From an optimization exercise on the open Yosys and OpenROAD flow, aimed at small area and a short achievable clock period; shortcuts taken in it are not production practice. In this exercise RTL edits were held to simulation tests only and were not proved equivalent to the original. Power figures rest on the tool's default switching activity, not on a simulated workload.

## flow/design.v (module list and top-level ports; edited modules follow where they fit)
// module conv_kernel_regs: 31 lines
// module conv3x3_mac_stage: 2946 lines
// module conv_nand2: 7 lines
// module conv_nand3: 8 lines
// module conv_pg: 9 lines
// module conv_go: 8 lines
// module conv_and: 7 lines
// module conv_fa: 10 lines
// module conv_ha: 9 lines
module conv3x3_mac_stage
#(
    parameter int N     = 32,
    parameter int SHIFT = 4
) (
    input  logic        clk,
    input  logic        rst,
    input  logic        data_load,
    input  logic [71:0] window,
    input  logic        frame_start,
    input  logic        coef_we,
    input  logic [3:0]  coef_addr,
    input  logic [7:0]  coef_data,
    output logic [7:0]  pix_o,
    output logic        valid_o,
    output logic        frame_done_o
);
  // ...
==> flow/run.sh <==
#!/bin/bash
# synth_recipe.tcl (not shown) runs the flow's synth.tcl, then flattens the netlist and writes it again
# the make line also repeats each setting of config.mk as NAME=value (left out here)
make -C /OpenROAD-flow-scripts/flow DESIGN_CONFIG=/design/flow/config.mk WORK_HOME=/design/flow/orfs CLKGATE_MAP_FILE= SYNTH_SCRIPT=/design/flow/synth_recipe.tcl finish
==> flow/config.mk <==
export PLATFORM = sky130hd
export DESIGN_NAME = conv3x3_mac_stage
export DESIGN_NICKNAME = conv3x3_mac_stage
export VERILOG_FILES = /design/flow/design.v
export SDC_FILE = /design/flow/constraint.sdc
export NUM_CORES = 4
export LEC_CHECK = 0
export CAP_MARGIN = 20
export CORE_MARGIN = 2
export CORE_UTILIZATION = 40
export SETUP_SLACK_MARGIN = 3.6
export SLEW_MARGIN = 20
export SYNTH_HIERARCHICAL = 1
==> flow/constraint.sdc <==
create_clock -name core_clock -period 6.0 [get_ports {clk}]
set_input_delay 1.2000 -clock core_clock [delete_from_list [all_inputs] [get_ports {clk}]]
set_output_delay 1.2000 -clock core_clock [all_outputs]
set_load 0.01 [all_outputs]
==> reports/metrics.yaml, run 1 <==
run_status:
  status: "timing/DRC/antenna clean"
routing:
  wl_met3_mm: 9.957
  drc_errors: 0
  met2_length_mm: 44.00
synth:
  synth_top_area_share_pct: 35.83
  syn_inst: 2733
  ys_seq_area_share_pct: 35.83
  synth.most_common_cell: "nand2_1"
place:
  post_dp_cell_area_um2: 28120
  dp.final_hpwl_mm: 77.12
  port_buffers: 98
  gp_congestion: 1.108
timing:
  setup_viol: 0
  rsz0062_at_grt: "true"
  min_period_over_period_pct: 41.85
  finalHoldViolCount: 0
  holdWs_ns: 0.3238
cells_and_area:
  largest_reg_flops: 121
  buf_share_pct: 4.824
  num-multi-input-gates: 2198
  reg.largest.list: "pr0: 121 flops, u_coef.coef: 72 flops, pr1: 62 flops"
  stdcell_area_um2: 31850
  dominant_cells: "multi-input combinational cells"
  drive_gt1_share_pct: 19.97
  multi_input_area_share_pct: 54.70
  fillCellCount: 5845
  clkbuf_count: 64
  n_sequential_cell: 468
worst_setup_path:
  worstSetupStartpoint: "u_coef.coef[35]$_SDFF_PN0_"
  worst_setup_path_end_kind: "flop"
  reg2reg_from: "u_coef.coef[35]$_SDFF_PN0_"
floorplanning:
  die_h_um: 259.7
  die-area_um2: 67440
global_route:
  use_met3_pct: 6.637
  grtUsageTotal_pct: 29.75
  busiest_layer: "met2"
min_path:
  min_path_type: "flop to flop"
clock_tree:
  post_cts_buffers: 36
  ctsHoldBuffers: 0
  clkSinkCount: 468
power_and_ir_drop:
  ir_drop_mv: 0.2150
  p_int_uw: 5719
  pwr-share-clk_pct: 40.0
  comb_power_share_pct: 13.7
run:
  drv_cap: 0
==> run 2: changes to the inputs <==
--- a/flow/config.mk
+++ b/flow/config.mk
@@ -7,7 +7,9 @@
 export LEC_CHECK = 0
 export CAP_MARGIN = 20
 export CORE_MARGIN = 2
-export CORE_UTILIZATION = 40
+export CORE_UTILIZATION = 60
+export CTS_CLUSTER_DIAMETER = 100
+export CTS_CLUSTER_SIZE = 30
 export SETUP_SLACK_MARGIN = 3.6
 export SLEW_MARGIN = 20
 export SYNTH_HIERARCHICAL = 1
==> run 2 against run 1 <==
Largest cell class unchanged; via count rose by 0.74%; sequential share of layout area rose by 2.2 points; combinational power rose by 9%; global-route usage is 13 points higher; synthesized area is the same; largest power group unchanged; worst hold slack better by 0.014 ns; sequential power about the same; register-to-register slack improved by 0.04 ns; critical endpoint is now pr0[117]$_DFF_P_; setup slack improved by 0.037 ns.
==> reports/metrics.yaml, run 2 <==
run_status:
  status: "timing/DRC/antenna clean"
clock_tree:
  cts_tree: "yes"
  clock_latency_ns: 0.58
  ctsHoldBuffers: 0  # unchanged
  max-clock-path-buffers: 3
  root_buffer: "clkbuf_16"
  htree_levels: 1
  cts-buffers-inserted: 21
  clkSinkCount: 468  # unchanged
  clk_pin_slew_worst_paths_ns: 0.11
power_and_ir_drop:
  comb_power_share_pct: 18.0  # +4.3 points
  p_int_uw: 4582  # -20%
  p_seq_share_pct: 56.1
  p_per_area_nw_per_um2: 220.2
  power_switching_uw: 1959
  ir_drop_mv: 0.2240  # +4.2%
  pwr-share-clk_pct: 25.9  # -14 points
  p_leak_uw: 0.01337
  switching_share_pct: 29.94
synth:
  dominantRegCellSynth: "dfxtp_1"
  async_flop_share_pct: 0
  synth_edf_count: 0
  ys_warn_count: 8
  ys_seq_area_share_pct: 35.83  # unchanged
  synth_top_area_cell: "dfxtp_1"
  synthTopCellsByCount: "892 x nand2_1, 468 x dfxtp_1, 325 x fa_1"
  post_synth_instance_area_um2: 26150
  avgSynthCellArea_um2: 9.569
  synth_top_area_share_pct: 35.83  # unchanged
  synth_area_leaders: "dfxtp_1 36%, fa_1 25%, nand2_1 13%"
  ys_types: 60
  synth.most_common_cell: "nand2_1"
  synth-seq-cells: 468
  syn_inst: 2733  # unchanged
worst_setup_path:
  crit_fanout: 17
  worstPathArrival_ns: 2.93
  r2r_slack_ns: 3.53
  worst_setup_path_end_kind: "flop"
  critPathKind: "flop to flop"
  cp-start-kind: "flop"
  crit_required_ns: 6.46
routing:
  wire_per_inst_um: 27.96
  wirelength_mm: 96.42
  via_count: 21564
  ant_nets: 0
  firstDrtPassIters: 6
  drc_errors: 0  # unchanged
  vias_per_cell: 6.252
  drtIter0Drc: 3397
timing:
  tightest_slew_ns: 0.6667
  clock_skew_ns: 0.02930
  finalHoldViolCount: 0  # unchanged
  max_freq_mhz: 404.1
  finalMaxSlewViolations: 0
  min_period_over_period_pct: 41.24  # -0.61 points
  holdWs_ns: 0.3375  # +0.01374 ns
  setup_viol: 0  # unchanged
  maxSlewHeadroom_pct: 55.49
  rsz0062_at_grt: "true"
  period_minus_slack_ns: 2.474
  tns_ns: 0
place:
  port_buffers: 98  # unchanged
  dp.final_hpwl_mm: 73.93  # -4.1%
  post_dp_cell_area_um2: 27790  # -1.2%
  gp_congestion: 1.070  # -3.5%
cells_and_area:
  largest_reg_flops: 121  # unchanged
  drive_gt1_share_pct: 15.34  # -4.6 points
  finalNetCount: 3352
  area_growth_pct: 13.60
  final_common_cell: "nand2_1"
  fillCellCount: 3151  # -46%
  stdcell_area_um2: 29710  # -6.7%
  final_cell_mix: "892 x nand2_1, 303 x fa_1, 247 x dfxtp_1"
  reg.largest.list: "pr0: 121 flops, u_coef.coef: 72 flops, pr1: 62 flops"
  regMostFlops: "pr0"
global_route:
  grtUsageTotal_pct: 42.59  # +13 points
  antenna_found_initial: 4
  grt_pass1_vias: 20467
  grt_overflow: 0
  grt_max_degree: 59
  grt_pass1_wl_mm: 136.6
floorplanning:
  start_util_pct: 60.71
  io_pins: 99
  die-area_um2: 45270  # -33%
  rows: 76
  die_h_um: 212.8  # -18%
  die_x_um: 212.8
  core_um2: 43080
run:
  drv_cap: 0  # unchanged
min_path:
  min_path_type: "flop to flop"
-- run 2: path summary, 6_finish.rpt --
kind	startpoint	endpoint	cells after the start
min	pr0[3]$_DFF_P_	pr1[3]$_DFF_P_	0
max reg2reg	u_coef.coef[7]$_SDFF_PN0_	pr0[117]$_DFF_P_	5
min reg2reg	pr0[3]$_DFF_P_	pr1[3]$_DFF_P_	0
max	u_coef.coef[7]$_SDFF_PN0_	pr0[117]$_DFF_P_	5
-- run 2: modules after synthesis, one instance, submodules excluded, excerpt --
module	flip-flops and latches	cells	cell area, um2
conv_and	0	1	6.256
conv_fa	0	1	20.02
conv_ha	0	1	12.51
conv_nand2	0	1	3.754
conv_pg	0	1	12.51
conv3x3_mac_stage	343	653	8713
conv_go	0	1	7.507
-- run 2: metal layers --
layer / up-vias / global-route usage (%) / part of all wire, %
met1: 10452 / 55.98 / 37
met2: 1613 / 64.39 / 43
met3: 346 / 10.96 / 12
li1: 9153 / - / -
met4: 0 / 24.14 / 7.9
met5: - / 0 / 0
-- run 2: kinds of logic (layout without fill, tap and decap cells) --
kind of cell | after synthesis | count (layout) | synth area share, %
DFF | 468 | 468 | 35.83
buffers and inverters | 73 | 196 | 1.100
AOI/OAI and AO/OA | 145 | 145 | 3.823
adders and majority gates | 404 | 404 | 28.66
xor gates and xnor gates | 14 | 14 | 0.4976
other | 2 | 10 | 0.02872
muxes | 75 | 75 | 3.177
and+or+nand+nor | 1552 | 1552 | 26.89
-- run 2: cell type report --
type,instances,area [um2],area share (%)
well taps,585,732.0,2.464
repair buffers,124,1190,4.005
clock buffers,22,529.3,1.782
diodes,2,5.005,0.01685
inverters,46,172.7,0.5812
flip-flops and latches,468,9933,33.44
multi-input cells,2198,17050,57.38
clock inverters,4,98.84,0.3327
-- run 2: through the flow --
step | setup WS (ns) | power [uW] | util [%] | instances
floorplan | 3.576 | 4276 | - | 2739
CTS | 3.600 | 6491 | 67.56 | 3435
finish | 3.526 | 6541 | 68.97 | 3449
global route | 3.544 | 6791 | 68.96 | 3448
global placement | 2.953 | 4759 | 64.52 | 3398
detailed placement | 2.935 | 4834 | 64.52 | 3398
-- run 2: repair_timing --
action,CTS,global route
gates resized for setup,315,134
setup endpoints to repair,115,62
setup buffers,11,12
pin swaps,7,14
-- run 2: power by group through the flow --
stage	logic, uW	clock network, uW	registers, uW
final	1180	1690	3670
after global routing	1280	1820	3690
after CTS	1120	1710	3660
after detailed placement	1090	0	3740
after global placement	1030	0	3730
after floorplan	650	0	3630
-- run 2: worst max-delay path, stage by stage (launching register included) --
cell	delay (ns)
dfxtp_4	0.43
nand2_1	0.08
nand3_1	0.25
fa_1	0.52
fa_1	0.62
fa_1	0.45
==> run 3: changes to the inputs <==
--- a/flow/design.v
+++ b/flow/design.v
@@ -2996,6 +2996,15 @@
 );
     assign y = ~(a & b);
 endmodule
+module conv_a22oi (
+    input  logic a1,
+    input  logic a2,
+    input  logic b1,
+    input  logic b2,
+    output logic y
+);
+    assign y = ~((a1 & a2) | (b1 & b2));
+endmodule
 module conv_nand3 (
     input  logic a,
     input  logic b,
--- a/flow/config.mk
+++ b/flow/config.mk
@@ -7,9 +7,10 @@
 export LEC_CHECK = 0
 export CAP_MARGIN = 20
 export CORE_MARGIN = 2
-export CORE_UTILIZATION = 60
+export CORE_UTILIZATION = 68
 export CTS_CLUSTER_DIAMETER = 100
 export CTS_CLUSTER_SIZE = 30
+export PLACE_DENSITY = 0.72
 export SETUP_SLACK_MARGIN = 3.6
 export SLEW_MARGIN = 20
 export SYNTH_HIERARCHICAL = 1
==> run 3 against run 2 <==
Sequential share of layout area grew 0.13 points; synthesized area is the same; synthesized cell count unchanged; global-route usage up 8.6 points; die area down 12%; clock skew down 0.0016 ns; register-to-register slack worse by 0.03 ns; via count grew 7.0%; clock-buffer cell count down 1; critical path type unchanged.
==> reports/metrics.yaml, run 3 <==
worst_setup_path:
  cp_slowest_cell: "fa_1"
  reg2reg_from: "win_q[68]$_DFF_P_"
  r2r_slack_ns: 3.50  # -0.03 ns
  cp_common_cell: "fa_1"
  cp-start-kind: "flop"
  worstPathArrival_ns: 2.97  # +0.04 ns
  critPathCapture: "pr0[51]$_DFF_P_"
  path_cells: "and2_1 > fa_1 > fa_1 > fa_1"
  critPathKind: "flop to flop"
  reg2reg_depth: 4  # -1
  slowest_delay_ns: 0.56  # -0.06 ns
  timing.rr.end: "pr0[51]$_DFF_P_"
  cpLargestDelayFamily: "adder cells"
  worst_setup_path_end_kind: "flop"
  crit_required_ns: 6.47  # about the same
  crit_fanout: 8  # -9
  worstSetupStartpoint: "win_q[68]$_DFF_P_"
  cp.depth: 4  # -1
  crit_buf_inv: 0  # unchanged
cells_and_area:
  largest_reg_flops: 121  # unchanged
  drive_gt1_share_pct: 15.91  # +0.57 points
  regMostFlops: "pr0"
  reg.largest.list: "pr0: 121 flops, u_coef.coef: 72 flops, pr1: 62 flops"
  finalNetCount: 3350  # -0.060%
  final_common_cell: "nand2_1"
  stdcell_area_um2: 29600  # -0.36%
  area_growth_pct: 13.20
  final_cell_mix: "892 x nand2_1, 311 x fa_1, 244 x nand3_1"
  utilization_pct: 78.41  # +9.4 points
synth:
  ys_types: 60  # unchanged
  avgSynthCellArea_um2: 9.569  # unchanged
  synth_top_area_cell: "dfxtp_1"
  post_synth_instance_area_um2: 26150  # unchanged
  synth_edf_count: 0  # unchanged
  syn_inst: 2733  # unchanged
  dominantRegCellSynth: "dfxtp_1"
  synth_top_area_share_pct: 35.83  # unchanged
  synth.most_common_cell: "nand2_1"
  synthTopCellsByCount: "892 x nand2_1, 468 x dfxtp_1, 325 x fa_1"
  async_flop_share_pct: 0  # unchanged
  synth_area_leaders: "dfxtp_1 36%, fa_1 25%, nand2_1 13%"
  ys_seq_area_share_pct: 35.83  # unchanged
  ys_warn_count: 8  # unchanged
  synth-seq-cells: 468  # unchanged
place:
  post_dp_cell_area_um2: 27700  # -0.33%
  dp.final_hpwl_mm: 74.72  # +1.1%
  pre_cts_ws_ns: 2.924  # -0.01112 ns
  port_buffers: 98  # unchanged
  gp_congestion: 1.061  # -0.79%
timing:
  max_freq_mhz: 399.9  # -1.1%
  maxSlewHeadroom_pct: 52.89  # -2.6 points
  tns_ns: 0  # unchanged
  rsz0062_at_grt: "true"
  finalMaxSlewViolations: 0  # unchanged
  tightest_slew_ns: 0.7057  # +0.03894 ns
  min_period_over_period_pct: 41.68  # +0.44 points
  setup_viol: 0  # unchanged
  period_minus_slack_ns: 2.501  # +0.02632 ns
  fin_ws_ns: 3.499  # -0.02632 ns
  holdWs_ns: 0.3346  # -0.002928 ns
  clock_skew_ns: 0.02770  # -0.001593 ns
  finalHoldViolCount: 0  # unchanged
clock_tree:
  cts-buffers-inserted: 20  # -4.8%
  clock_latency_ns: 0.59  # about the same
  root_buffer: "clkbuf_16"
  clk_pin_slew_worst_paths_ns: 0.12  # about the same
  max-clock-path-buffers: 3  # unchanged
  cts_tree: "yes"
  clkSinkCount: 468  # unchanged
  htree_levels: 1  # unchanged
global_route:
  grtUsageTotal_pct: 51.16  # +8.6 points
  grt_pass1_wl_mm: 148.9  # +9.0%
  use_met1_pct: 62.09  # +6.1 points
  grt_util_met2_pct: 75.99  # +12 points
  busiest_layer: "met2"
  grt_overflow: 0  # unchanged
  use_met3_pct: 16.21  # +5.2 points
  antenna_found_initial: 8  # +4
  grt_max_degree: 59  # unchanged
  grt_pass1_vias: 22771  # +11%
routing:
  drc_errors: 0  # unchanged
  wirelength_mm: 106.2  # +10%
  drtIter0Drc: 4196  # +24%
  vias_per_cell: 6.840  # +9.4%
  wire_per_inst_um: 31.49  # +13%
  firstDrtPassIters: 12  # +6
  via_count: 23070  # +7.0%
  ant_nets: 0  # unchanged
power_and_ir_drop:
  p_per_area_nw_per_um2: 232.0  # +5.4%
  ir_drop_mv: 0.2352  # +5.0%
  p_leak_uw: 0.01340  # +0.20%
floorplanning:
  die-area_um2: 40040  # -12%
  start_util_pct: 69.27  # +8.6 points
  rows: 71  # -6.6%
  die_h_um: 200.1  # -6.0%
  core_um2: 37760  # -12%
  io_pins: 99  # unchanged
  die_x_um: 200.1  # -6.0%
run:
  drv_cap: 0  # unchanged
min_path:
  min_path_type: "flop to flop"
run_status:
  status: "timing/DRC/antenna clean"
-- run 3: cell counts after synthesis --
Identical to the previous run, type by type.
-- run 3: report_power, final --
part	internal, uW	total (uW)	switching [uW]
sequential	3360	3710	355
combinational	639	1450	814
clock	653	1700	1050
-- run 3: through the flow --
step                      total power, uW  std cells
after detailed placement             4894       3324
after global routing                 6998       3372
after CTS                            6631       3361
after global placement               4733       3324
after floorplan                      4276       2739
final                                6867       3373
-- run 3: cell families after synthesis --
kind of cell             share of synthesized area [%]
AND/OR/NAND/NOR                                  26.89
buffers and inverters                            1.100
AO/OA/AOI/OAI                                    3.823
multiplexers                                     3.177
XOR/XNOR                                        0.4976
other                                          0.02872
flip-flops                                       35.83
adder cells (fa/ha/maj)                          28.66
-- run 3: layout make-up --
cell class / count / area [um2]
sequential: 468 / 9936
tap: 511 / 639.4
fill: 2209 / 8153
multi-input combinational: 2198 / 17100
timing repair buffer: 123 / 1175
clock buffer: 21 / 525.5
antenna: 2 / 5.005
clock inverter: 4 / 47.55
inverter: 46 / 172.7
-- run 3: worst min-delay path by stage --
| stage | from | to | cells past startpoint |
|---|---|---|---|
| global placement | pr0[9]$_DFF_P_ | pr1[9]$_DFF_P_ | 0 |
| global route | pr0[17]$_DFF_P_ | pr1[13]$_DFF_P_ | 0 |
| CTS | pr0[3]$_DFF_P_ | pr1[3]$_DFF_P_ | 0 |
| floorplan | pr0[10]$_DFF_P_ | pr1[10]$_DFF_P_ | 0 |
| detailed placement | pr0[3]$_DFF_P_ | pr1[3]$_DFF_P_ | 0 |
| finish | pr0[17]$_DFF_P_ | pr1[13]$_DFF_P_ | 0 |
-- run 3: timing repair --
action | in CTS | in global routing
hold buffers | 0 | 0
buffers inserted | 12 | 10
setup endpoints to repair | 119 | 73
resized for setup | 314 | 167
pin swaps | 12 | 24
-- run 3: per-layer routing --
metal  wire length, um  up-vias
met5                45        -
met4             12190        6
met3             15970      709
met2             44210     2307
met1             33820    10887
li1                  -     9161
-- run 3: per-module statistics from Yosys, one instance, submodules excluded, a selection --
module,cell area (um2),times used,flops+latches,cells inside
conv_nand2,3.754,864,0,1
conv_ha,12.51,23,0,1
conv_pg,12.51,16,0,1
conv_nand3,5.005,288,0,1
conv3x3_mac_stage,8713,1,343,653
conv_fa,20.02,321,0,1
conv_go,7.507,27,0,1
conv_and,6.256,19,0,1
==> run 4: changes to the inputs <==
--- a/flow/config.mk
+++ b/flow/config.mk
@@ -7,10 +7,9 @@
 export LEC_CHECK = 0
 export CAP_MARGIN = 20
 export CORE_MARGIN = 2
-export CORE_UTILIZATION = 68
-export CTS_CLUSTER_DIAMETER = 100
-export CTS_CLUSTER_SIZE = 30
-export PLACE_DENSITY = 0.72
+export CORE_UTILIZATION = 60
+export CTS_CLUSTER_DIAMETER = 80
+export CTS_CLUSTER_SIZE = 25
 export SETUP_SLACK_MARGIN = 3.6
 export SLEW_MARGIN = 20
 export SYNTH_HIERARCHICAL = 1
==> run 4 against run 3 <==
Clock skew is 0.0045 ns higher; first-iteration DRC count is 9.7% lower; sequential share of layout area is 0.61 points lower; die area is 13% higher; register-to-register slack better by 0.04 ns; wire length is 7.2% lower; via count is 5.6% lower; critical path depth is 1 higher; utilization is 8.5 points lower; sequential power hardly changed; still clean on timing, DRC and antenna; highest routed layer is now met4; cell area is 1.7% higher; fmax is 1.5% higher.
==> reports/metrics.yaml, run 4 <==
worst_setup_path:
  r2r_slack_ns: 3.54  # +0.04 ns
  cpLargestDelayFamily: "adder cells"
  critPathKind: "flop to flop"
  reg2reg_from: "sb_5_0$_DFF_P_"
  reg2reg_depth: 5  # +1
  cp_common_cell: "fa_1"
  slowest_delay_ns: 0.65  # +0.09 ns
  crit_fanout: 9  # +1
  worst_setup_path_end_kind: "flop"
  worstPathArrival_ns: 2.92  # -0.05 ns
  cp-start-kind: "flop"
  cp_slowest_cell: "fa_1"
  crit_buf_inv: 0  # unchanged
  crit_required_ns: 6.46  # about the same
  path_cells: "nand2_1 > nand3_2 > fa_1 > fa_1 > fa_1"
  timing.rr.end: "pr0[78]$_DFF_P_"
timing:
  maxSlewHeadroom_pct: 56.57  # +3.7 points
  tns_ns: 0  # unchanged
  clock_skew_ns: 0.03220  # +0.004498 ns
  finalHoldViolCount: 0  # unchanged
  max_freq_mhz: 405.9  # +1.5%
  setup_viol: 0  # unchanged
  tightest_slew_ns: 0.6506  # -0.05504 ns
  fin_ws_ns: 3.536  # +0.03706 ns
  rsz0062_at_grt: "true"
  period_minus_slack_ns: 2.464  # -0.03706 ns
  min_period_over_period_pct: 41.06  # -0.62 points
  finalMaxSlewViolations: 0  # unchanged
synth:
  synthTopCellsByCount: "892 x nand2_1, 468 x dfxtp_1, 325 x fa_1"
  syn_inst: 2733  # unchanged
  async_flop_share_pct: 0  # unchanged
  post_synth_instance_area_um2: 26150  # unchanged
  synth.most_common_cell: "nand2_1"
  ys_types: 60  # unchanged
  synth-seq-cells: 468  # unchanged
  synth_area_leaders: "dfxtp_1 36%, fa_1 25%, nand2_1 13%"
  synth_top_area_share_pct: 35.83  # unchanged
  dominantRegCellSynth: "dfxtp_1"
  ys_warn_count: 8  # unchanged
  synth_top_area_cell: "dfxtp_1"
  synth_edf_count: 0  # unchanged
  ys_seq_area_share_pct: 35.83  # unchanged
  avgSynthCellArea_um2: 9.569  # unchanged
routing:
  drc_errors: 0  # unchanged
  wire_per_inst_um: 28.42  # -9.7%
  wirelength_mm: 98.63  # -7.2%
  ant_nets: 0  # unchanged
  drtIter0Drc: 3790  # -9.7%
  via_count: 21767  # -5.6%
  vias_per_cell: 6.273  # -8.3%
  firstDrtPassIters: 9  # -3
floorplanning:
  core_um2: 43080  # +14%
  die_x_um: 212.8  # +6.3%
  io_pins: 99  # unchanged
  die_h_um: 212.8  # +6.3%
  die-area_um2: 45270  # +13%
  rows: 76  # +7.0%
  start_util_pct: 60.71  # -8.6 points
global_route:
  grt_pass1_wl_mm: 139.1  # -6.6%
  grt_pass1_vias: 20638  # -9.4%
  grt_overflow: 0  # unchanged
  grt_max_degree: 59  # unchanged
  grtUsageTotal_pct: 43.45  # -7.7 points
  antenna_found_initial: 4  # -4
min_path:
  holdPathEnd: "pr2[29]$_DFF_P_"
  hold_depth: 0  # unchanged
  min_path_type: "flop to flop"
  hold_path_startpoint: "pr1[62]$_DFF_P_"
cells_and_area:
  stdcell_area_um2: 30100  # +1.7%
  fillCellCount: 3075  # +39%
  final_cell_mix: "892 x nand2_1, 302 x fa_1, 246 x dfxtp_1"
  finalNetCount: 3364  # +0.42%
  regMostFlops: "pr0"
  reg.largest.list: "pr0: 121 flops, u_coef.coef: 72 flops, pr1: 62 flops"
  drive_gt1_share_pct: 16.47  # +0.56 points
  area_growth_pct: 15.09
  largest_reg_flops: 121  # unchanged
  utilization_pct: 69.87  # -8.5 points
  final_common_cell: "nand2_1"
place:
  post_dp_cell_area_um2: 27790  # +0.33%
  dp.final_hpwl_mm: 73.93  # -1.1%
  port_buffers: 98  # unchanged
  pre_cts_ws_ns: 2.935  # +0.01112 ns
  gp_congestion: 1.070  # +0.79%
clock_tree:
  cts_tree: "yes"
  htree_levels: 1  # unchanged
  cts-buffers-inserted: 28  # +40%
  max-clock-path-buffers: 3  # unchanged
  root_buffer: "clkbuf_16"
  clock_latency_ns: 0.61  # +0.02 ns
  clk_pin_slew_worst_paths_ns: 0.09  # -0.03 ns
  clkSinkCount: 468  # unchanged
power_and_ir_drop:
  finalPower_uw: 7093  # +3.3%
  ir_drop_mv: 0.3107  # +32%
  p_leak_uw: 0.01359  # +1.4%
  p_per_area_nw_per_um2: 235.7  # +1.6%
run:
  drv_cap: 0  # unchanged
run_status:
  status: "timing/DRC/antenna clean"
## run 4: cell counts after synthesis
Identical to the previous run, type by type.
## run 4: layer usage
layer / global-route usage (%) / vias up / wire length, um
met5: 0 / - / 0
met3: 10.58 / 338 / 12130
li1: - / 9194 / -
met4: 25.58 / 0 / 7651
met2: 65.87 / 1613 / 42740
met1: 56.97 / 10622 / 36100
## run 4: Yosys stat by module (local to each module, per instance), a selection
module             copies in the design  cell area, um2
conv_and                             19           6.256
conv_nand2                          864           3.754
conv_nand3                          288           5.005
conv_go                              27           7.507
conv_ha                              23           12.51
conv_fa                             321           20.02
conv_pg                              16           12.51
conv3x3_mac_stage                     1            8713
## run 4: area by class of cell
| type | instances | area, um2 | share of cell area [%] |
|---|---|---|---|
| multi-input combinational | 2198 | 17090 | 56.78 |
| sequential | 468 | 9920 | 32.96 |
| timing repair buffer | 129 | 1210 | 4.020 |
| tap | 585 | 732.0 | 2.432 |
| clock buffer | 30 | 718.2 | 2.386 |
| clock inverter | 13 | 254.0 | 0.8439 |
| inverter | 46 | 172.7 | 0.5737 |
| antenna | 1 | 2.502 | 0.008314 |
## run 4: worst max path at each step
stage / to / start / depth (start not counted)
5_1_grt: pr0[90]$_DFF_P_ / u_coef.coef[7]$_SDFF_PN0_ / 5
3_3_place_gp: u_coef.psum[32]$_SDFF_PN0_ / rst / 6
2_1_floorplan: u_coef.psum[33]$_SDFF_PN0_ / u_coef.pend_hit[7]$_DFF_P_ / 8
3_5_place_dp: u_coef.psum[32]$_SDFF_PN0_ / rst / 6
6_report: pr0[78]$_DFF_P_ / sb_5_0$_DFF_P_ / 5
4_1_cts: pix_o[6]$_SDFF_PP0_ / pr2[6]$_DFF_P_ / 9
## run 4: metrics by stage
| step | cells | hold slack [ns] |
|---|---|---|
| after floorplan | 2739 | 0.3096 |
| after global placement | 3398 | 0.3129 |
| after detailed placement | 3398 | 0.3128 |
| after CTS | 3449 | 0.3345 |
| after global routing | 3470 | 0.3371 |
| final | 3470 | 0.3330 |
## run 4: cell families after synthesis
kind of cell	synth area share, %
and+or+nand+nor	26.89
DFF	35.83
adders and majority gates	28.66
AOI/OAI and AO/OA	3.823
muxes	3.177
buffers and inverters	1.100
xor gates and xnor gates	0.4976
other	0.02872
## run 4: report_power, final
| group | internal, uW | switching (uW) |
|---|---|---|
| registers | 3350 | 325 |
| logic | 577 | 661 |
| clock network | 1010 | 1170 |
## run 4: timing repair
item	CTS	global route
gates resized for setup	329	135
endpoints found under the hold margin	0	0
endpoints found under the setup margin	117	69
setup buffers	8	20
pin swaps	6	21
hold buffers	0	0
==> run 5: changes to the inputs <==
--- a/flow/config.mk
+++ b/flow/config.mk
@@ -10,6 +10,6 @@
 export CORE_UTILIZATION = 60
 export CTS_CLUSTER_DIAMETER = 80
 export CTS_CLUSTER_SIZE = 25
-export SETUP_SLACK_MARGIN = 3.6
+export SETUP_SLACK_MARGIN = 3.5
 export SLEW_MARGIN = 20
 export SYNTH_HIERARCHICAL = 1
==> run 5 against run 4 <==
Die area unchanged; synthesized cell count unchanged; largest cell class unchanged; largest power group unchanged; register-to-register slack worse by 0.09 ns; global-route usage is 1.1 points higher; sequential share of layout area up 0.31 points.
==> reports/metrics.yaml, run 5 <==
run_status:
  status: "timing/DRC/antenna clean"
worst_setup_path:
  worstPathArrival_ns: 2.98  # +0.06 ns
  cp_slowest_cell: "fa_1"
  timing.rr.end: "pr0[88]$_DFF_P_"
  crit_required_ns: 6.43  # -0.03 ns
  critPathKind: "flop to flop"
  reg2reg_depth: 5  # unchanged
  slowest_delay_ns: 0.69  # +0.04 ns
  cpLargestDelayFamily: "adder cells"
  cp_common_cell: "fa_1"
  reg2reg_from: "u_coef.coef[5]$_SDFF_PN0_"
  worst_setup_path_end_kind: "flop"
  crit_buf_inv: 0  # unchanged
  cp-start-kind: "flop"
  path_cells: "nand2_1 > nand3_1 > fa_1 > fa_1 > fa_1"
  r2r_slack_ns: 3.44  # -0.09 ns
  crit_fanout: 9  # unchanged
synth:
  dominantRegCellSynth: "dfxtp_1"
  ys_warn_count: 8  # unchanged
  avgSynthCellArea_um2: 9.569  # unchanged
  synth-seq-cells: 468  # unchanged
  synthTopCellsByCount: "892 x nand2_1, 468 x dfxtp_1, 325 x fa_1"
  synth_area_leaders: "dfxtp_1 36%, fa_1 25%, nand2_1 13%"
  synth_top_area_share_pct: 35.83  # unchanged
  synth_edf_count: 0  # unchanged
  syn_inst: 2733  # unchanged
  post_synth_instance_area_um2: 26150  # unchanged
  ys_seq_area_share_pct: 35.83  # unchanged
  ys_types: 60  # unchanged
  synth.most_common_cell: "nand2_1"
  async_flop_share_pct: 0  # unchanged
  synth_top_area_cell: "dfxtp_1"
cells_and_area:
  final_common_cell: "nand2_1"
  multi_input_area_um2: 16650  # -2.6%
  area_growth_pct: 11.89
  largest_reg_flops: 121  # unchanged
  finalNetCount: 3347  # -0.51%
  reg.largest.list: "pr0: 121 flops, u_coef.coef: 72 flops, pr1: 62 flops"
  drive_gt1_share_pct: 12.60  # -3.9 points
  stdcell_area_um2: 29260  # -2.8%
  register_area_um2: 9736  # -1.9%
  regMostFlops: "pr0"
  fillCellCount: 3180  # +3.4%
  final_cell_mix: "892 x nand2_1, 321 x fa_1, 282 x nand3_1"
clock_tree:
  clk_pin_slew_worst_paths_ns: 0.10  # about the same
  cts-buffers-inserted: 27  # -3.6%
  htree_levels: 1  # unchanged
  max-clock-path-buffers: 3  # unchanged
  root_buffer: "clkbuf_16"
  clkSinkCount: 468  # unchanged
  cts_tree: "yes"
  clock_latency_ns: 0.60  # about the same
floorplanning:
  die_h_um: 212.8  # unchanged
  die-area_um2: 45270  # unchanged
  rows: 76  # unchanged
  core_um2: 43080  # unchanged
  start_util_pct: 60.71  # unchanged
  io_pins: 99  # unchanged
  die_x_um: 212.8  # unchanged
place:
  post_dp_cell_area_um2: 27800  # about the same
  port_buffers: 98  # unchanged
  dp.final_hpwl_mm: 76.37  # +3.3%
  gp_congestion: 1.042  # -2.6%
power_and_ir_drop:
  p_per_area_nw_per_um2: 235.2  # -0.19%
  ir_drop_mv: 0.2851  # -8.2%
  pwr-share-clk_pct: 29.2  # -1.5 points
  finalPower_uw: 6883  # -3.0%
  power_switching_uw: 2096  # -2.8%
  switching_share_pct: 30.45  # +0.061 points
  p_int_uw: 4787  # -3.1%
  p_seq_share_pct: 53.5  # +1.7 points
  p_leak_uw: 0.01320  # -2.9%
  comb_power_share_pct: 17.2  # -0.3 points
timing:
  rsz0062_at_grt: "true"
  min_period_over_period_pct: 42.59  # +1.5 points
  finalMaxSlewViolations: 0  # unchanged
  period_minus_slack_ns: 2.555  # +0.09147 ns
  finalHoldViolCount: 0  # unchanged
  holdWs_ns: 0.3324  # -0.0006060 ns
  setup_viol: 0  # unchanged
  tightest_slew_ns: 0.6526  # +0.001923 ns
  clock_skew_ns: 0.02717  # -0.005026 ns
  maxSlewHeadroom_pct: 56.44  # -0.13 points
  max_freq_mhz: 391.4  # -3.6%
  tns_ns: 0  # unchanged
global_route:
  use_met1_pct: 57.25  # +0.28 points
  grt_pass1_vias: 21173  # +2.6%
  grtUsageTotal_pct: 44.59  # +1.1 points
  grt_util_met2_pct: 66.09  # +0.23 points
  use_met3_pct: 12.55  # +2.0 points
  grt_max_degree: 57  # -3.4%
  grt_overflow: 0  # unchanged
  antenna_found_initial: 9  # +5
  busiest_layer: "met2"
  grt_pass1_wl_mm: 142.1  # +2.2%
routing:
  ant_nets: 0  # unchanged
  drtIter0Drc: 3288  # -13%
  wirelength_mm: 99.99  # +1.4%
  firstDrtPassIters: 8  # -1
  drc_errors: 0  # unchanged
  wire_per_inst_um: 28.93  # +1.8%
  via_count: 21830  # +0.29%
  vias_per_cell: 6.317  # +0.70%
min_path:
  hold_depth: 0  # unchanged
  min_path_type: "flop to flop"
  holdPathEnd: "pr1[9]$_DFF_P_"
  hold_path_startpoint: "pr0[9]$_DFF_P_"
run:
  drv_cap: 0  # unchanged
[run 5: cell families after synthesis]
| logic type | count (synthesis) | share of synthesized area (%) |
|---|---|---|
| buffers and inverters | 73 | 1.100 |
| AOI/OAI and AO/OA | 145 | 3.823 |
| adders and majority gates | 404 | 28.66 |
| muxes | 75 | 3.177 |
| other | 2 | 0.02872 |
| and+or+nand+nor | 1552 | 26.89 |
| DFF | 468 | 35.83 |
| xor gates and xnor gates | 14 | 0.4976 |
[run 5: worst max-delay path by stage]
stage | from | end | slack, ns | cells after the start
floorplan | u_coef.pend_hit[6]$_DFF_P_ | u_coef.psum[33]$_SDFF_PN0_ | 3.56 | 8
global placement | rst | u_coef.psum[32]$_SDFF_PN0_ | 2.87 | 6
detailed placement | rst | vpipe[0]$_SDFF_PN0_ | 2.74 | 4
CTS | u_coef.pend_hit[3]$_DFF_P_ | u_coef.psum[17]$_SDFF_PN0_ | 3.32 | 7
global route | u_coef.pend_hit[2]$_DFF_P_ | u_coef.psum[17]$_SDFF_PN0_ | 3.36 | 7
finish | u_coef.coef[5]$_SDFF_PN0_ | pr0[88]$_DFF_P_ | 3.44 | 5
[run 5: layout make-up]
cell class | instances | area share, %
diodes | 5 | 0.04276
clock buffers | 28 | 2.356
clock inverters | 13 | 0.5858
inverters | 46 | 0.5901
multi-input cells | 2198 | 56.90
flip-flops and latches | 468 | 33.27
well taps | 585 | 2.501
repair buffers | 113 | 3.754
[run 5: per-layer routing]
layer / wire (um) / up-vias
met4: 8484 / 8
met2: 42390 / 1681
met1: 36600 / 10575
met5: 53 / -
li1: - / 9162
met3: 12470 / 404
[run 5: stage by stage]
step                      instances  setup WS [ns]  util [%]
after global placement         3399          2.873     64.53
after detailed placement       3399          2.738     64.53
final                          3456          3.445     67.93
after CTS                      3442          3.321     67.14
after global routing           3451          3.359     67.90
after floorplan                2739          3.559         -
[run 5: power groups by stage]
| stage | Sequential, uW | Clock, uW | Combinational [uW] |
|---|---|---|---|
| 2_1_floorplan | 3630 | 0 | 650 |
| 3_3_place_gp | 3730 | 0 | 1030 |
| 3_5_place_dp | 3750 | 0 | 1120 |
| 4_1_cts | 3680 | 2010 | 1140 |
| 5_1_grt | 3710 | 2130 | 1290 |
| 6_report | 3680 | 2010 | 1190 |
[run 5: modules after synthesis (local to each module, per instance), a selection]
module / cell area (um2) / flops+latches / cells
conv_ha: 12.51 / 0 / 1
conv_go: 7.507 / 0 / 1
conv_pg: 12.51 / 0 / 1
conv_nand2: 3.754 / 0 / 1
conv_nand3: 5.005 / 0 / 1
conv_fa: 20.02 / 0 / 1
conv3x3_mac_stage: 8713 / 343 / 653
conv_and: 6.256 / 0 / 1
[run 5: what timing repair did]
item,CTS,global route
setup endpoints to repair,100,62
pin swaps,2,2
hold buffers,0,0
gates resized for setup,172,116
gates cloned,0,0
buffers inserted,2,9
==> run 6: changes to the inputs <==
--- a/flow/config.mk
+++ b/flow/config.mk
@@ -10,6 +10,6 @@
 export CORE_UTILIZATION = 60
 export CTS_CLUSTER_DIAMETER = 80
 export CTS_CLUSTER_SIZE = 25
-export SETUP_SLACK_MARGIN = 3.5
+export SETUP_SLACK_MARGIN = 3.75
 export SLEW_MARGIN = 20
 export SYNTH_HIERARCHICAL = 1
==> run 6 against run 5 <==
Clock-buffer cell count grew 2; via count is 11% higher; largest cell class unchanged; synthesized area is the same; first-iteration DRC count increased by 39%; highest routed layer unchanged; fmax rose by 1.3%; sequential share of layout area down 2.6 points; clock skew increased by 0.018 ns; die area did not move; critical path depth increased by 1; power increased by 10%; synthesized cell count unchanged.
==> reports/metrics.yaml, run 6 <==
synth:
  syn_inst: 2733  # unchanged
  async_flop_share_pct: 0  # unchanged
  synth_top_area_share_pct: 35.83  # unchanged
  synth.most_common_cell: "nand2_1"
  synthTopCellsByCount: "892 x nand2_1, 468 x dfxtp_1, 325 x fa_1"
  ys_seq_area_share_pct: 35.83  # unchanged
  synth_top_area_cell: "dfxtp_1"
  avgSynthCellArea_um2: 9.569  # unchanged
  synth_edf_count: 0  # unchanged
  post_synth_instance_area_um2: 26150  # unchanged
  ys_warn_count: 8  # unchanged
  synth_area_leaders: "dfxtp_1 36%, fa_1 25%, nand2_1 13%"
  dominantRegCellSynth: "dfxtp_1"
  synth-seq-cells: 468  # unchanged
  ys_types: 60  # unchanged
floorplanning:
  start_util_pct: 60.71  # unchanged
  core_um2: 43080  # unchanged
  die_x_um: 212.8  # unchanged
  die-area_um2: 45270  # unchanged
  die_h_um: 212.8  # unchanged
  rows: 76  # unchanged
  io_pins: 99  # unchanged
cells_and_area:
  area_growth_pct: 26.45
  finalNetCount: 3469  # +3.6%
  regMostFlops: "pr0"
  largest_reg_flops: 121  # unchanged
  fin_cells: 3578  # +3.5%
  final_cell_mix: "833 x nand2_1, 224 x dfxtp_1, 203 x fa_1"
  drive_gt1_share_pct: 30.02  # +17 points
  reg.largest.list: "pr0: 121 flops, u_coef.coef: 72 flops, pr1: 62 flops"
  final_common_cell: "nand2_1"
  utilization_pct: 76.77  # +8.8 points
clock_tree:
  root_buffer: "clkbuf_16"
  ctsHoldBuffers: 0  # unchanged
  max-clock-path-buffers: 3  # unchanged
  cts_tree: "yes"
  clkSinkCount: 468  # unchanged
  cts-buffers-inserted: 30  # +11%
  htree_levels: 1  # unchanged
  clock_latency_ns: 0.65  # +0.05 ns
  clk_pin_slew_worst_paths_ns: 0.10  # about the same
power_and_ir_drop:
  ir_drop_mv: 0.3391  # +19%
  finalPower_uw: 7594  # +10%
  p_per_area_nw_per_um2: 229.7  # -2.4%
  p_leak_uw: 0.01505  # +14%
global_route:
  antenna_found_initial: 10  # +1
  grt_pass1_wl_mm: 157.1  # +11%
  grt_overflow: 0  # unchanged
  grtUsageTotal_pct: 49.35  # +4.8 points
  grt_pass1_vias: 23237  # +9.7%
  grt_max_degree: 96  # +68%
run:
  drv_cap: 0  # unchanged
routing:
  wire_per_inst_um: 32.82  # +13%
  ant_nets: 0  # unchanged
  drtIter0Drc: 4566  # +39%
  firstDrtPassIters: 28  # +20
  vias_per_cell: 6.760  # +7.0%
  wirelength_mm: 117.4  # +17%
  via_count: 24187  # +11%
  drc_errors: 0  # unchanged
timing:
  min_period_over_period_pct: 42.03  # -0.56 points
  tns_ns: 0  # unchanged
  fin_ws_ns: 3.478  # +0.03332 ns
  finalHoldViolCount: 0  # unchanged
  setup_viol: 0  # unchanged
  maxSlewHeadroom_pct: 39.64  # -17 points
  rsz0062_at_grt: "true"
  finalMaxSlewViolations: 0  # unchanged
  period_minus_slack_ns: 2.522  # -0.03332 ns
  max_freq_mhz: 396.5  # +1.3%
  tightest_slew_ns: 0.9054  # +0.2529 ns
  clock_skew_ns: 0.04534  # +0.01816 ns
worst_setup_path:
  crit_fanout: 6  # -3
  worst_setup_path_end_kind: "flop"
  worstPathArrival_ns: 3.01  # +0.03 ns
  critPathKind: "flop to flop"
  crit_required_ns: 6.49  # +0.06 ns
  cp-start-kind: "flop"
place:
  gp_congestion: 1.053  # +1.1%
  port_buffers: 98  # unchanged
  dp.final_hpwl_mm: 78.11  # +2.3%
  post-place-cells: 3398  # -0.029%
  pre_cts_ws_ns: 2.992  # +0.2537 ns
min_path:
  min_path_type: "flop to flop"
run_status:
  status: "timing/DRC/antenna clean"
run 6: routing by layer:
layer	vias up	track usage, %	share of wire [%]
li1	9458	-	-
met1	11563	60.20	33
met4	6	35.54	11
met5	-	0	0.076
met2	2340	73.42	41
met3	820	16.58	15
run 6: layout make-up:
class,instances,area [um2]
multi-input combinational,2198,18600
sequential,468,10150
timing repair buffer,232,2336
clock buffer,30,750.7
antenna,2,5.005
clock inverter,17,316.6
tap,585,732.0
fill,2566,10010
inverter,46,177.7
run 6: metrics by stage:
stage / area (um2) / hold WS [ns]
after global routing: 33070 / 0.3260
after floorplan: 26220 / 0.3096
after global placement: 27820 / 0.3117
after CTS: 31590 / 0.3222
final: 33070 / 0.3177
after detailed placement: 27820 / 0.3121
run 6: worst max-delay path: stages, from the launching register on:
cell,delay (ns)
dfxtp_4,0.40
buf_2,0.19
nand2_1,0.09
nand3_2,0.17
ha_4,0.29
fa_1,0.68
fa_2,0.53
run 6: path summary, 6_finish.rpt:
path              cells past startpoint                      start  slack, ns         endpoint
setup / recovery                      6  u_coef.coef[3]$_SDFF_PN0_       3.48  pr0[39]$_DFF_P_
hold / removal                        0             pr0[4]$_DFF_P_       0.32   pr1[4]$_DFF_P_
setup reg to reg                      6  u_coef.coef[3]$_SDFF_PN0_       3.48  pr0[39]$_DFF_P_
hold reg to reg                       0             pr0[4]$_DFF_P_       0.32   pr1[4]$_DFF_P_
run 6: cell families (layout without fill, tap and decap cells):
family / count (synthesis) / after routing / synth area share (%)
AOI/OAI and AO/OA: 145 / 145 / 3.823
xor gates and xnor gates: 14 / 14 / 0.4976
adders and majority gates: 404 / 404 / 28.66
buffers and inverters: 73 / 325 / 1.100
DFF: 468 / 468 / 35.83
muxes: 75 / 75 / 3.177
other: 2 / 10 / 0.02872
and+or+nand+nor: 1552 / 1552 / 26.89
run 6: timing repair:
action | in CTS | in global routing
setup endpoints to repair | 130 | 111
pin swaps | 92 | 129
gates resized for setup | 707 | 298
setup buffers | 91 | 40
run 6: modules after synthesis (local to each module, per instance), excerpt:
module             flops+latches  copies in the design  cells  cell area [um2]
conv_go                        0                    27      1            7.507
conv_fa                        0                   321      1            20.02
conv3x3_mac_stage            343                     1    653             8713
conv_nand2                     0                   864      1            3.754
conv_pg                        0                    16      1            12.51
conv_nand3                     0                   288      1            5.005
conv_ha                        0                    23      1            12.51
conv_and                       0                    19      1            6.256
run 6: power by group:
group | switching (uW) | internal, uW | leakage, uW
Clock | 1280 | 1080 | 0.000510
Sequential | 359 | 3340 | 0.00398
Combinational | 825 | 710 | 0.0106
Total | 2470 | 5130 | 0.0151
==> run 7: changes to the inputs <==
==> flow/config.mk (replaced) <==
export PLATFORM = sky130hd
export DESIGN_NAME = conv3x3_mac_stage
export DESIGN_NICKNAME = conv3x3_mac_stage
export VERILOG_FILES = /design/flow/design.v
export SDC_FILE = /design/flow/constraint.sdc
export NUM_CORES = 4
export LEC_CHECK = 0
export CAP_MARGIN = 10
export CORE_MARGIN = 2
export CORE_UTILIZATION = 60
export CTS_CLUSTER_DIAMETER = 80
export CTS_CLUSTER_SIZE = 25
export SETUP_SLACK_MARGIN = 3.6
export SLEW_MARGIN = 10
export SYNTH_HIERARCHICAL = 1
==> run 7 against run 6 <==
Fmax grew 2.4%; sequential share of layout area up 2.3 points; still clean; worst hold slack gained 0.015 ns; power down 6.6%; global-route usage is 5.9 points lower; largest power group unchanged; non-clock buffer count shrank 103; synthesized cell count unchanged; critical path depth decreased by 1; flip-flop and latch count stayed put; die area unchanged.
==> reports/metrics.yaml, run 7 <==
timing:
  finalHoldViolCount: 0  # unchanged
  min_period_over_period_pct: 41.06  # -0.97 points
  tns_ns: 0  # unchanged
  period_minus_slack_ns: 2.464  # -0.05815 ns
  max_freq_mhz: 405.9  # +2.4%
  setup_viol: 0  # unchanged
  finalMaxSlewViolations: 0  # unchanged
  rsz0062_at_grt: "true"
  clock_skew_ns: 0.03220  # -0.01314 ns
  maxSlewHeadroom_pct: 56.57  # +17 points
  tightest_slew_ns: 0.6506  # -0.2548 ns
  fin_ws_ns: 3.536  # +0.05815 ns
  holdWs_ns: 0.3330  # +0.01530 ns
cells_and_area:
  drive_gt1_share_pct: 16.47  # -14 points
  area_growth_pct: 15.09
  finalNetCount: 3364  # -3.0%
  largest_reg_flops: 121  # unchanged
  final_cell_mix: "892 x nand2_1, 302 x fa_1, 246 x dfxtp_1"
  register_area_um2: 9920  # -2.3%
  multi_input_area_um2: 17090  # -8.1%
  final_common_cell: "nand2_1"
  reg.largest.list: "pr0: 121 flops, u_coef.coef: 72 flops, pr1: 62 flops"
  regMostFlops: "pr0"
  fillCellCount: 3075  # +20%
worst_setup_path:
  path_cells: "nand2_1 > nand3_2 > fa_1 > fa_1 > fa_1"
  cpLargestDelayFamily: "adder cells"
  critPathKind: "flop to flop"
  slowest_delay_ns: 0.65  # -0.03 ns
  crit_fanout: 9  # +3
  r2r_slack_ns: 3.54  # +0.06 ns
  crit_required_ns: 6.46  # -0.03 ns
  cp_common_cell: "fa_1"
  worstPathArrival_ns: 2.92  # -0.09 ns
  cp-start-kind: "flop"
  reg2reg_depth: 5  # -1
  crit_buf_inv: 0  # -1
  cp_slowest_cell: "fa_1"
  reg2reg_from: "sb_5_0$_DFF_P_"
  worst_setup_path_end_kind: "flop"
  timing.rr.end: "pr0[78]$_DFF_P_"
synth:
  synth_compound_gate_area_share_pct: 3.823  # unchanged
  synthTopCellsByCount: "892 x nand2_1, 468 x dfxtp_1, 325 x fa_1"
  synth-simple-area-share_pct: 26.89  # unchanged
  post_synth_instance_area_um2: 26150  # unchanged
  ys_types: 60  # unchanged
  syn_inst: 2733  # unchanged
  synth_top_area_share_pct: 35.83  # unchanged
  ys_warn_count: 8  # unchanged
  synth.most_common_cell: "nand2_1"
  synth_area_leaders: "dfxtp_1 36%, fa_1 25%, nand2_1 13%"
  synth_fa_ha_area_share_pct: 28.66  # unchanged
  synth_top_family_by_area: "adder cells"
  dominantRegCellSynth: "dfxtp_1"
  synth_top_area_cell: "dfxtp_1"
  ys_seq_area_share_pct: 35.83  # unchanged
  synth-xor-area-share_pct: 0.4976  # unchanged
  synth-seq-cells: 468  # unchanged
  synth_edf_count: 0  # unchanged
  muxShareOfSynthArea_pct: 3.177  # unchanged
  avgSynthCellArea_um2: 9.569  # unchanged
  async_flop_share_pct: 0  # unchanged
run:
  drv_cap: 0  # unchanged
power_and_ir_drop:
  ir_drop_mv: 0.3107  # -8.4%
  p_leak_uw: 0.01359  # -9.7%
  p_int_uw: 4938  # -3.7%
  p_seq_share_pct: 51.8  # +3.1 points
  p_per_area_nw_per_um2: 235.7  # +2.6%
  power_switching_uw: 2155  # -13%
  pwr-share-clk_pct: 30.7  # -0.4 points
  comb_power_share_pct: 17.5  # -2.7 points
  switching_share_pct: 30.38  # -2.1 points
global_route:
  grt_overflow: 0  # unchanged
  grtUsageTotal_pct: 43.45  # -5.9 points
  grt_max_degree: 59  # -39%
  grt_pass1_vias: 20638  # -11%
  grt_pass1_wl_mm: 139.1  # -11%
  antenna_found_initial: 4  # -6
routing:
  ant_nets: 0  # unchanged
  firstDrtPassIters: 9  # -68%
  drc_errors: 0  # unchanged
  wirelength_mm: 98.63  # -16%
  drtIter0Drc: 3790  # -17%
  wire_per_inst_um: 28.42  # -13%
  via_count: 21767  # -10%
  vias_per_cell: 6.273  # -7.2%
floorplanning:
  die-area_um2: 45270  # unchanged
  core_um2: 43080  # unchanged
  die_x_um: 212.8  # unchanged
  io_pins: 99  # unchanged
  die_h_um: 212.8  # unchanged
  start_util_pct: 60.71  # unchanged
  rows: 76  # unchanged
min_path:
  holdPathEnd: "pr2[29]$_DFF_P_"
  min_path_type: "flop to flop"
  hold_depth: 0  # unchanged
  hold_path_startpoint: "pr1[62]$_DFF_P_"
place:
  pre_cts_ws_ns: 2.935  # -0.05709 ns
  port_buffers: 98  # unchanged
  gp_congestion: 1.070  # +1.6%
  dp.final_hpwl_mm: 73.93  # -5.3%
clock_tree:
  htree_levels: 1  # unchanged
  clk_pin_slew_worst_paths_ns: 0.09  # about the same
  max-clock-path-buffers: 3  # unchanged
  clkSinkCount: 468  # unchanged
  root_buffer: "clkbuf_16"
  cts_tree: "yes"
  clock_latency_ns: 0.61  # -0.04 ns
  cts-buffers-inserted: 28  # -6.7%
run_status:
  status: "timing/DRC/antenna clean"
-- run 7: cell counts after synthesis --
No cell type changed its count.
-- run 7: how the worst max path moves through the flow --
stage | start | end | slack [ns] | cells past startpoint
2_1_floorplan | u_coef.pend_hit[7]$_DFF_P_ | u_coef.psum[33]$_SDFF_PN0_ | 3.58 | 8
3_3_place_gp | rst | u_coef.psum[32]$_SDFF_PN0_ | 2.95 | 6
3_5_place_dp | rst | u_coef.psum[32]$_SDFF_PN0_ | 2.93 | 6
4_1_cts | pr2[6]$_DFF_P_ | pix_o[6]$_SDFF_PP0_ | 3.60 | 9
5_1_grt | u_coef.coef[7]$_SDFF_PN0_ | pr0[90]$_DFF_P_ | 3.55 | 5
6_report | sb_5_0$_DFF_P_ | pr0[78]$_DFF_P_ | 3.54 | 5
-- run 7: repair_timing --
item / CTS / global route
pin swaps: 6 / 21
gates resized for setup: 329 / 135
hold buffers: 0 / 0
endpoints found under the setup margin: 117 / 69
endpoints found under the hold margin: 0 / 0
buffers inserted: 8 / 20
-- run 7: metal layers --
metal,track usage (%),part of all wire [%]
met5,0,0
met4,25.58,7.8
met3,10.58,12
met2,65.87,43
met1,56.97,37
-- run 7: cell families after synthesis --
kind of cell             Yosys count
AO/OA/AOI/OAI                    145
AND/OR/NAND/NOR                 1552
XOR/XNOR                          14
buffers and inverters             73
flip-flops                       468
adder cells (fa/ha/maj)          404
other                              2
multiplexers                      75
-- run 7: final cells by class --
type	instances	area share, %
antenna	1	0.008314
clock buffer	30	2.386
clock inverter	13	0.8439
inverter	46	0.5737
multi-input combinational	2198	56.78
sequential	468	32.96
tap	585	2.432
timing repair buffer	129	4.020
-- run 7: modules after synthesis, one instance, submodules excluded, a selection --
module             cells  times used  flip-flops and latches  area, um2
conv_ha                1          23                       0      12.51
conv_nand3             1         288                       0      5.005
conv3x3_mac_stage    653           1                     343       8713
conv_and               1          19                       0      6.256
conv_go                1          27                       0      7.507
conv_fa                1         321                       0      20.02
-- run 7: power groups by stage --
stage          sequential (uW)  combinational [uW]  clock [uW]
3_5_place_dp              3740                1090           0
4_1_cts                   3670                1150        2200
6_report                  3680                1240        2180
5_1_grt                   3700                1320        2300
2_1_floorplan             3630                 650           0
3_3_place_gp              3730                1030           0
-- run 7: worst reg2reg max path: stages, from the launching register on --
cell	delay, ns
dfxtp_4	0.41
nand2_1	0.11
nand3_2	0.15
fa_1	0.65
fa_1	0.46
fa_1	0.52
-- run 7: through the flow --
stage	total power, uW	util, %	instance area, um2	std cells
after floorplan	4276	-	26190	2739
after global placement	4759	64.52	27790	3398
after detailed placement	4834	64.52	27790	3398
after CTS	7011	68.44	29480	3449
after global routing	7322	69.87	30100	3470
final	7093	69.87	30100	3470

==> afterwards: timing with drivers on the ports <==
In the flow no input, the clock included, has a driving cell. The finished layouts below were timed again as built, in two steps. Step 1: set_driving_cell puts a clkbuf_16 on clk and a buf_2 on each other input, an assumption about the parent block. Step 2 adds t to the input delays and takes it off the output delays; t is the mean of the earliest and latest rising clock arrival at the registers after step 1. Input paths then give back, and output paths get back, about the clock's delay inside the block. Three values: ideal ports, drivers, drivers and shift; two values: the first two.
run	t (ns)	setup WS [ns]	worst setup path at the end	clock arrival spread, ns	pins driven straight from the clock port
run 1	0.670	3.489 / 3.489 / 3.174	input to register	0.050 / 0.049	1
run 2	0.631	3.526 / 3.526 / 3.158	input to register	0.029 / 0.029	1
run 3	0.641	3.499 / 3.499 / 3.109	input to register	0.029 / 0.029	1
run 4	0.659	3.536 / 3.536 / 3.187	input to register	0.032 / 0.033	1
run 5	0.651	3.445 / 3.445 / 3.074	input to register	0.027 / 0.027	1
run 6	0.684	3.478 / 3.478 / 3.162	input to register	0.047 / 0.048	1
run 7	0.659	3.536 / 3.536 / 3.187	input to register	0.032 / 0.033	1
After both steps every run listed still meets setup and hold. The setup slack of run 3, which loses most, moves by 0.000 ns with the drivers and by -0.390 ns with both steps.
